What follows belongs to an exercise in optimizing a design on an open flow for small area, a short achievable clock period and few clock cycles per item; a production flow would make more cautious choices.
In this exercise RTL edits were held to simulation tests only and were not proved equivalent to the original.
No activity file was given, so power comes from the tool's default toggle rates.

==> inputs of run R <==
// fifo_slot_dispatcher
module fifo_slot_dispatcher (
    input  logic              aclk,
    input  logic              aresetn,
    input  logic              cfg_valid,
    output logic              cfg_ready,
    input  logic              cfg_addr,
    input  logic [15:0]       cfg_data,
    input  logic              s_valid,
    output logic              s_ready,
    input  logic              s_cmd,
    input  logic [JOB_W-1:0]  s_job_id,
    input  logic [DUR_W-1:0]  s_duration,
    output logic              m_valid,
    input  logic              m_ready,
    output logic [1:0]        m_kind,
    output logic [JOB_W-1:0]  m_out_job,
    output logic [2:0]        m_slot,
    output logic [TICK_W-1:0] m_wait_ticks,
    output logic [3:0]        m_busy_slots,
    output logic              m_done_res,
    output logic              m_last
);
clock: 10.0 ns
lec_check: 0
cap_margin: 20
core_margin: 2
core_utilization: 60
cts_buf_list: sky130_fd_sc_hd__clkbuf_16
cts_cluster_diameter: 60
cts_cluster_size: 30
place_density: 0.7
slew_margin: 20
synth_memory_max_bits: 8192
standard.sh (not shown) runs the stock make flow with config.mk's settings and CLKGATE_MAP_FILE= SYNTH_SCRIPT=/design/flow/synth_recipe.tcl, a recipe that flattens the netlist after the stock synthesis.
==> flow/flow/run.sh <==
#!/bin/bash
# The standard layout (standard synthesis, floorplan, placement, CTS, routing), with
# - every input and output port buffered by a buf_4 instead of the default delay buffer
set -euo pipefail
bash standard.sh SETUP_SLACK_MARGIN=6.4 \
    'BUFFER_PORTS_ARGS=-buffer_cell sky130_fd_sc_hd__buf_4' \
    finish > standard_flow.log 2>&1
==> inputs of run E, as changes to run R <==
--- a/flow/design.v
+++ b/flow/design.v
@@ -18,19 +18,19 @@
     parameter int WIDTH = 8,
     parameter int DEPTH = 16
 ) (
     input  logic                     aclk,
     input  logic                     wr_en,
-    input  logic [$clog2(DEPTH)-1:0] wr_addr,
+    input  logic [DEPTH-1:0]         wr_sel,
     input  logic [WIDTH-1:0]         wr_data,
     input  logic [DEPTH-1:0]         rd_sel,
     output logic [WIDTH-1:0]         rd_data
 );
     logic [WIDTH-1:0] mem_reg [DEPTH];
     always_ff @(posedge aclk) begin
         for (int i = 0; i < DEPTH; i++) begin
-            if (wr_en && wr_addr == i) begin
+            if (wr_en && wr_sel[i]) begin
                 mem_reg[i] <= wr_data;
             end
         end
     end
     always_comb begin
@@ -142,21 +142,24 @@
     logic [15:0]       cnt_reg;
     logic [15:0]       need_reg;
     logic              lim_upd_reg;
     logic              done_reg;
     logic [TICK_W-1:0] tick_reg;
-    logic [QPTR_W-1:0] tail_reg;
+    logic [TICK_W-1:0] tref_reg;         
+    logic [QUEUE_DEPTH-1:0] wsel_reg;    
     logic [QUEUE_DEPTH-1:0] rsel_reg;    
     logic [QCNT_W-1:0] qcount_reg;
     logic [QENT_W-1:0] hd_reg;           
     logic [QENT_W-1:0] q_rd;
     logic [NS-1:0]     busy_reg;
     logic [NS-1:0]     c1_reg;           
     logic [JOB_W-1:0]  sid_reg [NS];
     logic [DUR_W-1:0]  rem_reg [NS];
     logic              disp_reg;         
     logic [QCNT_W-1:0] qav_reg;          
+    logic              qnz_reg;          
+    logic              qavnz_reg;        
     logic              emit_reg;         
     logic [NS-1:0]     emask_reg;        
     logic [NS-1:0]     nsh_reg;          
     logic [3:0]        bsnap_reg;
     logic [3:0]        ncomp_reg;        
@@ -196,11 +199,13 @@
     endfunction
     logic [NS-1:0] idle_act, dsel, comp, csel, esel, need_oh, atleast;
     logic [2:0]    didx, cidx, eidx;
     logic [3:0]    nbusy;
     logic          qfull, qempty, can_disp, run_ends;
-    logic          idle_st, tick_go, do_start, do_commit, do_emit;
+    logic          idle_st, tick_go, do_start, do_commit, do_emit, disp_nx;
+    logic [QCNT_W-1:0] qcount_nx, qav_nx;
+    logic [TICK_W-1:0] tick_nx;
     logic          arr_drop, arr_write, arr_ovf, tick_drop;
     always_comb begin
         idle_act = ~busy_reg & act_reg;
         dsel     = idle_act & (~idle_act + 1'b1);
         didx     = enc8(dsel);
@@ -213,32 +218,36 @@
         atleast  = sort8(comp);
         for (int k = 0; k < NS; k++) begin
             need_oh[k] = (need_reg == 16'(k + 1));
         end
         qfull    = qcount_reg[QCNT_W-1];
-        qempty   = (qcount_reg == '0);
-        can_disp = (|idle_act) && (disp_reg ? (qav_reg != '0) : !qempty);
+        qempty   = !qnz_reg;
+        can_disp = (|idle_act) && (disp_reg ? qavnz_reg : qnz_reg);
         run_ends = |(need_oh & atleast);
         idle_st   = !disp_reg && !emit_reg;
         tick_go   = disp_reg || (idle_st && iv && i_cmd && !done_reg);
         do_start  = tick_go && ordy && can_disp;
         do_commit = tick_go && ordy && !can_disp;
         do_emit   = emit_reg && ordy;
         arr_drop  = iv && !i_cmd && !disp_reg && done_reg;
         arr_write = iv && !i_cmd && !done_reg && !qfull;
         arr_ovf   = iv && !i_cmd && idle_st && !done_reg && qfull && ordy;
         tick_drop = iv && i_cmd && idle_st && done_reg;
+        disp_nx   = do_start || (disp_reg && !do_commit);
+        tick_nx   = (tick_go && ordy && !disp_reg) ? tick_reg + 1'b1 : tick_reg;
+        qcount_nx = qcount_reg + QCNT_W'(arr_write) - QCNT_W'(do_start);
+        qav_nx    = do_start ? (disp_reg ? qav_reg : qcount_reg) - 1'b1 : qav_reg;
         ipop = arr_drop || arr_write || arr_ovf || tick_drop
             || (idle_st && (do_start || do_commit));
     end
     fsd_ram #(
         .WIDTH (QENT_W),
         .DEPTH (QUEUE_DEPTH)
     ) u_queue (
         .aclk    (aclk),
         .wr_en   (1'b1),
-        .wr_addr (tail_reg),
+        .wr_sel  (wsel_reg),
         .wr_data ({i_job, i_dur, tick_reg}),
         .rd_sel  (rsel_reg),
         .rd_data (q_rd)
     );
     always_comb begin
@@ -247,12 +256,11 @@
         if (arr_ovf) begin
             ovalid = 1'b1;
             odata  = {KIND_OVERFLOW, i_job, 3'd0, 32'd0, 4'd0, 1'b0, 1'b1};
         end else if (do_start) begin
             ovalid = 1'b1;
-            odata  = {KIND_START, h_job, didx, tick_reg + ~h_arr + TICK_W'(!disp_reg),
-                      4'd0, 1'b0, 1'b0};
+            odata  = {KIND_START, h_job, didx, tref_reg - h_arr, 4'd0, 1'b0, 1'b0};
         end else if (do_commit) begin
             ovalid = 1'b1;
             if (comp != '0) begin
                 odata = {KIND_COMPLETE, sid_reg[cidx], cidx, 32'd0, 4'd0, need_oh[0], 1'b0};
             end else begin
@@ -275,11 +283,13 @@
             need_reg    <= 16'd80;
             lim_upd_reg <= 1'b0;
             cupd_reg    <= 1'b0;
             done_reg    <= 1'b0;
             tick_reg    <= '0;
-            tail_reg    <= '0;
+            tref_reg    <= '0;
+            qnz_reg     <= 1'b0;
+            wsel_reg    <= QUEUE_DEPTH'(1);
             rsel_reg    <= QUEUE_DEPTH'(2);
             qcount_reg  <= '0;
             busy_reg    <= '0;
             disp_reg    <= 1'b0;
             emit_reg    <= 1'b0;
@@ -302,25 +312,24 @@
                 need_reg <= need_reg - 16'(ncomp_reg);
                 cnt_reg  <= (17'(cnt_reg) + 17'(ncomp_reg) > 17'hFFFF) ? 16'hFFFF
                           : cnt_reg + 16'(ncomp_reg);
             end
             if (arr_write) begin
-                tail_reg <= tail_reg + 1'b1;
+                wsel_reg <= {wsel_reg[QUEUE_DEPTH-2:0], wsel_reg[QUEUE_DEPTH-1]};
             end
-            if (arr_write && !do_start) begin
-                qcount_reg <= qcount_reg + 1'b1;
-            end else if (do_start && !arr_write) begin
-                qcount_reg <= qcount_reg - 1'b1;
-            end
-            if (tick_go && ordy && !disp_reg) begin
-                tick_reg <= tick_reg + 1'b1;
+            qcount_reg <= qcount_nx;
+            qnz_reg    <= arr_write || (qnz_reg && !(do_start && qcount_reg == QCNT_W'(1)));
+            tick_reg <= tick_nx;
+            if (!disp_nx) begin
+                tref_reg <= tick_nx;
+            end else if (!disp_reg) begin
+                tref_reg <= tick_reg;
             end
             if (do_start) begin
                 disp_reg   <= 1'b1;
                 busy_reg   <= busy_reg | dsel;
                 rsel_reg   <= {rsel_reg[QUEUE_DEPTH-2:0], rsel_reg[QUEUE_DEPTH-1]};
-                qav_reg    <= (disp_reg ? qav_reg : qcount_reg) - 1'b1;
             end
             if (do_commit) begin
                 disp_reg <= 1'b0;
                 busy_reg <= busy_reg & ~comp;
                 if (run_ends) begin
@@ -334,10 +343,12 @@
                 emit_reg <= 1'b0;
             end
         end
     end
     always_ff @(posedge aclk) begin
+        qav_reg   <= qav_nx;
+        qavnz_reg <= do_start ? ((disp_reg ? qav_reg : qcount_reg) != QCNT_W'(1)) : qavnz_reg;
         if (arr_write && (qempty || (do_start && qcount_reg == QCNT_W'(1)))) begin
             hd_reg <= {i_job, i_dur, tick_reg};
         end else if (do_start) begin
             hd_reg <= q_rd;
         end
==> flow/flow/run.sh (replaced) <==
#!/bin/bash
# The standard layout (standard synthesis, floorplan, placement, CTS, routing), with
# - every input and output port buffered by a buf_4 instead of the default delay buffer
set -euo pipefail
bash standard.sh SETUP_SLACK_MARGIN=6.6 \
    'BUFFER_PORTS_ARGS=-buffer_cell sky130_fd_sc_hd__buf_4' \
    finish > standard_flow.log 2>&1
==> flow/config.mk (replaced) <==
export PLATFORM = sky130hd
export DESIGN_NAME = fifo_slot_dispatcher
export DESIGN_NICKNAME = fifo_slot_dispatcher
export VERILOG_FILES = /design/flow/design.v
export SDC_FILE = /design/flow/constraint.sdc
export NUM_CORES = 4
export LEC_CHECK = 0
export CAP_MARGIN = 30
export CORE_MARGIN = 2
export CORE_UTILIZATION = 60
export CTS_BUF_LIST = sky130_fd_sc_hd__clkbuf_16
export CTS_CLUSTER_DIAMETER = 60
export CTS_CLUSTER_SIZE = 30
export PLACE_DENSITY = 0.76
export SLEW_MARGIN = 40
export SYNTH_MEMORY_MAX_BITS = 8192
==> inputs of run D, as changes to run R <==
--- a/flow/design.v
+++ b/flow/design.v
@@ -142,10 +142,11 @@
     logic [15:0]       cnt_reg;
     logic [15:0]       need_reg;
     logic              lim_upd_reg;
     logic              done_reg;
     logic [TICK_W-1:0] tick_reg;
+    logic [TICK_W-1:0] tref_reg;         
     logic [QPTR_W-1:0] tail_reg;
     logic [QUEUE_DEPTH-1:0] rsel_reg;    
     logic [QCNT_W-1:0] qcount_reg;
     logic [QENT_W-1:0] hd_reg;           
     logic [QENT_W-1:0] q_rd;
@@ -153,10 +154,12 @@
     logic [NS-1:0]     c1_reg;           
     logic [JOB_W-1:0]  sid_reg [NS];
     logic [DUR_W-1:0]  rem_reg [NS];
     logic              disp_reg;         
     logic [QCNT_W-1:0] qav_reg;          
+    logic              qnz_reg;          
+    logic              qavnz_reg;        
     logic              emit_reg;         
     logic [NS-1:0]     emask_reg;        
     logic [NS-1:0]     nsh_reg;          
     logic [3:0]        bsnap_reg;
     logic [3:0]        ncomp_reg;        
@@ -196,11 +199,13 @@
     endfunction
     logic [NS-1:0] idle_act, dsel, comp, csel, esel, need_oh, atleast;
     logic [2:0]    didx, cidx, eidx;
     logic [3:0]    nbusy;
     logic          qfull, qempty, can_disp, run_ends;
-    logic          idle_st, tick_go, do_start, do_commit, do_emit;
+    logic          idle_st, tick_go, do_start, do_commit, do_emit, disp_nx;
+    logic [QCNT_W-1:0] qcount_nx, qav_nx;
+    logic [TICK_W-1:0] tick_nx;
     logic          arr_drop, arr_write, arr_ovf, tick_drop;
     always_comb begin
         idle_act = ~busy_reg & act_reg;
         dsel     = idle_act & (~idle_act + 1'b1);
         didx     = enc8(dsel);
@@ -213,22 +218,26 @@
         atleast  = sort8(comp);
         for (int k = 0; k < NS; k++) begin
             need_oh[k] = (need_reg == 16'(k + 1));
         end
         qfull    = qcount_reg[QCNT_W-1];
-        qempty   = (qcount_reg == '0);
-        can_disp = (|idle_act) && (disp_reg ? (qav_reg != '0) : !qempty);
+        qempty   = !qnz_reg;
+        can_disp = (|idle_act) && (disp_reg ? qavnz_reg : qnz_reg);
         run_ends = |(need_oh & atleast);
         idle_st   = !disp_reg && !emit_reg;
         tick_go   = disp_reg || (idle_st && iv && i_cmd && !done_reg);
         do_start  = tick_go && ordy && can_disp;
         do_commit = tick_go && ordy && !can_disp;
         do_emit   = emit_reg && ordy;
         arr_drop  = iv && !i_cmd && !disp_reg && done_reg;
         arr_write = iv && !i_cmd && !done_reg && !qfull;
         arr_ovf   = iv && !i_cmd && idle_st && !done_reg && qfull && ordy;
         tick_drop = iv && i_cmd && idle_st && done_reg;
+        disp_nx   = do_start || (disp_reg && !do_commit);
+        tick_nx   = (tick_go && ordy && !disp_reg) ? tick_reg + 1'b1 : tick_reg;
+        qcount_nx = qcount_reg + QCNT_W'(arr_write) - QCNT_W'(do_start);
+        qav_nx    = do_start ? (disp_reg ? qav_reg : qcount_reg) - 1'b1 : qav_reg;
         ipop = arr_drop || arr_write || arr_ovf || tick_drop
             || (idle_st && (do_start || do_commit));
     end
     fsd_ram #(
         .WIDTH (QENT_W),
@@ -247,12 +256,11 @@
         if (arr_ovf) begin
             ovalid = 1'b1;
             odata  = {KIND_OVERFLOW, i_job, 3'd0, 32'd0, 4'd0, 1'b0, 1'b1};
         end else if (do_start) begin
             ovalid = 1'b1;
-            odata  = {KIND_START, h_job, didx, tick_reg + ~h_arr + TICK_W'(!disp_reg),
-                      4'd0, 1'b0, 1'b0};
+            odata  = {KIND_START, h_job, didx, tref_reg - h_arr, 4'd0, 1'b0, 1'b0};
         end else if (do_commit) begin
             ovalid = 1'b1;
             if (comp != '0) begin
                 odata = {KIND_COMPLETE, sid_reg[cidx], cidx, 32'd0, 4'd0, need_oh[0], 1'b0};
             end else begin
@@ -275,10 +283,12 @@
             need_reg    <= 16'd80;
             lim_upd_reg <= 1'b0;
             cupd_reg    <= 1'b0;
             done_reg    <= 1'b0;
             tick_reg    <= '0;
+            tref_reg    <= '0;
+            qnz_reg     <= 1'b0;
             tail_reg    <= '0;
             rsel_reg    <= QUEUE_DEPTH'(2);
             qcount_reg  <= '0;
             busy_reg    <= '0;
             disp_reg    <= 1'b0;
@@ -304,23 +314,22 @@
                           : cnt_reg + 16'(ncomp_reg);
             end
             if (arr_write) begin
                 tail_reg <= tail_reg + 1'b1;
             end
-            if (arr_write && !do_start) begin
-                qcount_reg <= qcount_reg + 1'b1;
-            end else if (do_start && !arr_write) begin
-                qcount_reg <= qcount_reg - 1'b1;
-            end
-            if (tick_go && ordy && !disp_reg) begin
-                tick_reg <= tick_reg + 1'b1;
+            qcount_reg <= qcount_nx;
+            qnz_reg    <= (qcount_nx != '0);
+            tick_reg <= tick_nx;
+            if (!disp_nx) begin
+                tref_reg <= tick_nx;
+            end else if (!disp_reg) begin
+                tref_reg <= tick_reg;
             end
             if (do_start) begin
                 disp_reg   <= 1'b1;
                 busy_reg   <= busy_reg | dsel;
                 rsel_reg   <= {rsel_reg[QUEUE_DEPTH-2:0], rsel_reg[QUEUE_DEPTH-1]};
-                qav_reg    <= (disp_reg ? qav_reg : qcount_reg) - 1'b1;
             end
             if (do_commit) begin
                 disp_reg <= 1'b0;
                 busy_reg <= busy_reg & ~comp;
                 if (run_ends) begin
@@ -334,10 +343,12 @@
                 emit_reg <= 1'b0;
             end
         end
     end
     always_ff @(posedge aclk) begin
+        qav_reg   <= qav_nx;
+        qavnz_reg <= (qav_nx != '0);
         if (arr_write && (qempty || (do_start && qcount_reg == QCNT_W'(1)))) begin
             hd_reg <= {i_job, i_dur, tick_reg};
         end else if (do_start) begin
             hd_reg <= q_rd;
         end
==> run notes <==
| metric | run R | run D | run E |
|---|---|---|---|
| Cells after DPL | 16100 | 16500 | 16600 |
| Number of cells on the worst reg-to-reg path | 4 | 4 | 8 |
| Req. time, crit path | 10650 ps | 10870 ps | 10780 ps |
| Number of cell rows | 212 | 213 | 214 |
| Final period utilization | 38.3% | 39.0% | 37.2% |
| Slowest cell delay on critical path | 840 ps | 400 ps | 820 ps |
| Clock slew seen by the registers of the worst setup and hold paths | 90 ps | 90 ps | 110 ps |
| Crit Path Class | reg2reg | in2reg | reg2reg |
| Overall routing resource usage | 47.7% | 46.5% | 45.8% |
| Leakage component of the power | 68.7 nW | 69.4 nW | 70.2 nW |
| Status | complete, no violations | finished with violations | complete, no violations |
| Layout check failures | - | max-slew violations | - |
| Fin cells | 16800 | 17200 | 17300 |
| Seq_cells | 5359 | 5393 | 5451 |
| Critical Path AT | 4480 ps | 4770 ps | 4500 ps |
| Startpoint type of the worst setup path | flip-flop | primary input | flip-flop |
Testbench counts of run R, summed over its fixed seeds: cycles 17,533, items 12,008.
Testbench counts of run E, summed over its fixed seeds: cycles 17,533, items 12,008.
Testbench counts of run D, summed over its fixed seeds: cycles 17,533, items 12,008.

[separate check: timing with driven ports]
Ports are ideal in the flow. The routed layouts listed here were re-timed in OpenROAD.
Step 1: set_driving_cell puts a clkbuf_16 on aclk and a buf_2 on each other input, an assumption about the parent block.
Step 2 times the ports against the registers' clock, not the clock port: input delays grow and output delays shrink by t, the midpoint of the rising clock arrivals with the driver on.
Three values: ideal ports, drivers, drivers and shift; two values: the first two.
run	t (ns)	slack for setup (ns)	worst setup path after step 2
run R	1.147	6.169 / 6.125 / 5.352	input to register
run E	1.091	6.279 / 6.185 / 5.468	input to register
run D	1.103	6.103 / 6.151 / 5.052	input to register
The setup slack of run D, which loses most, moves by +0.048 ns with the drivers and by -1.051 ns with both steps.
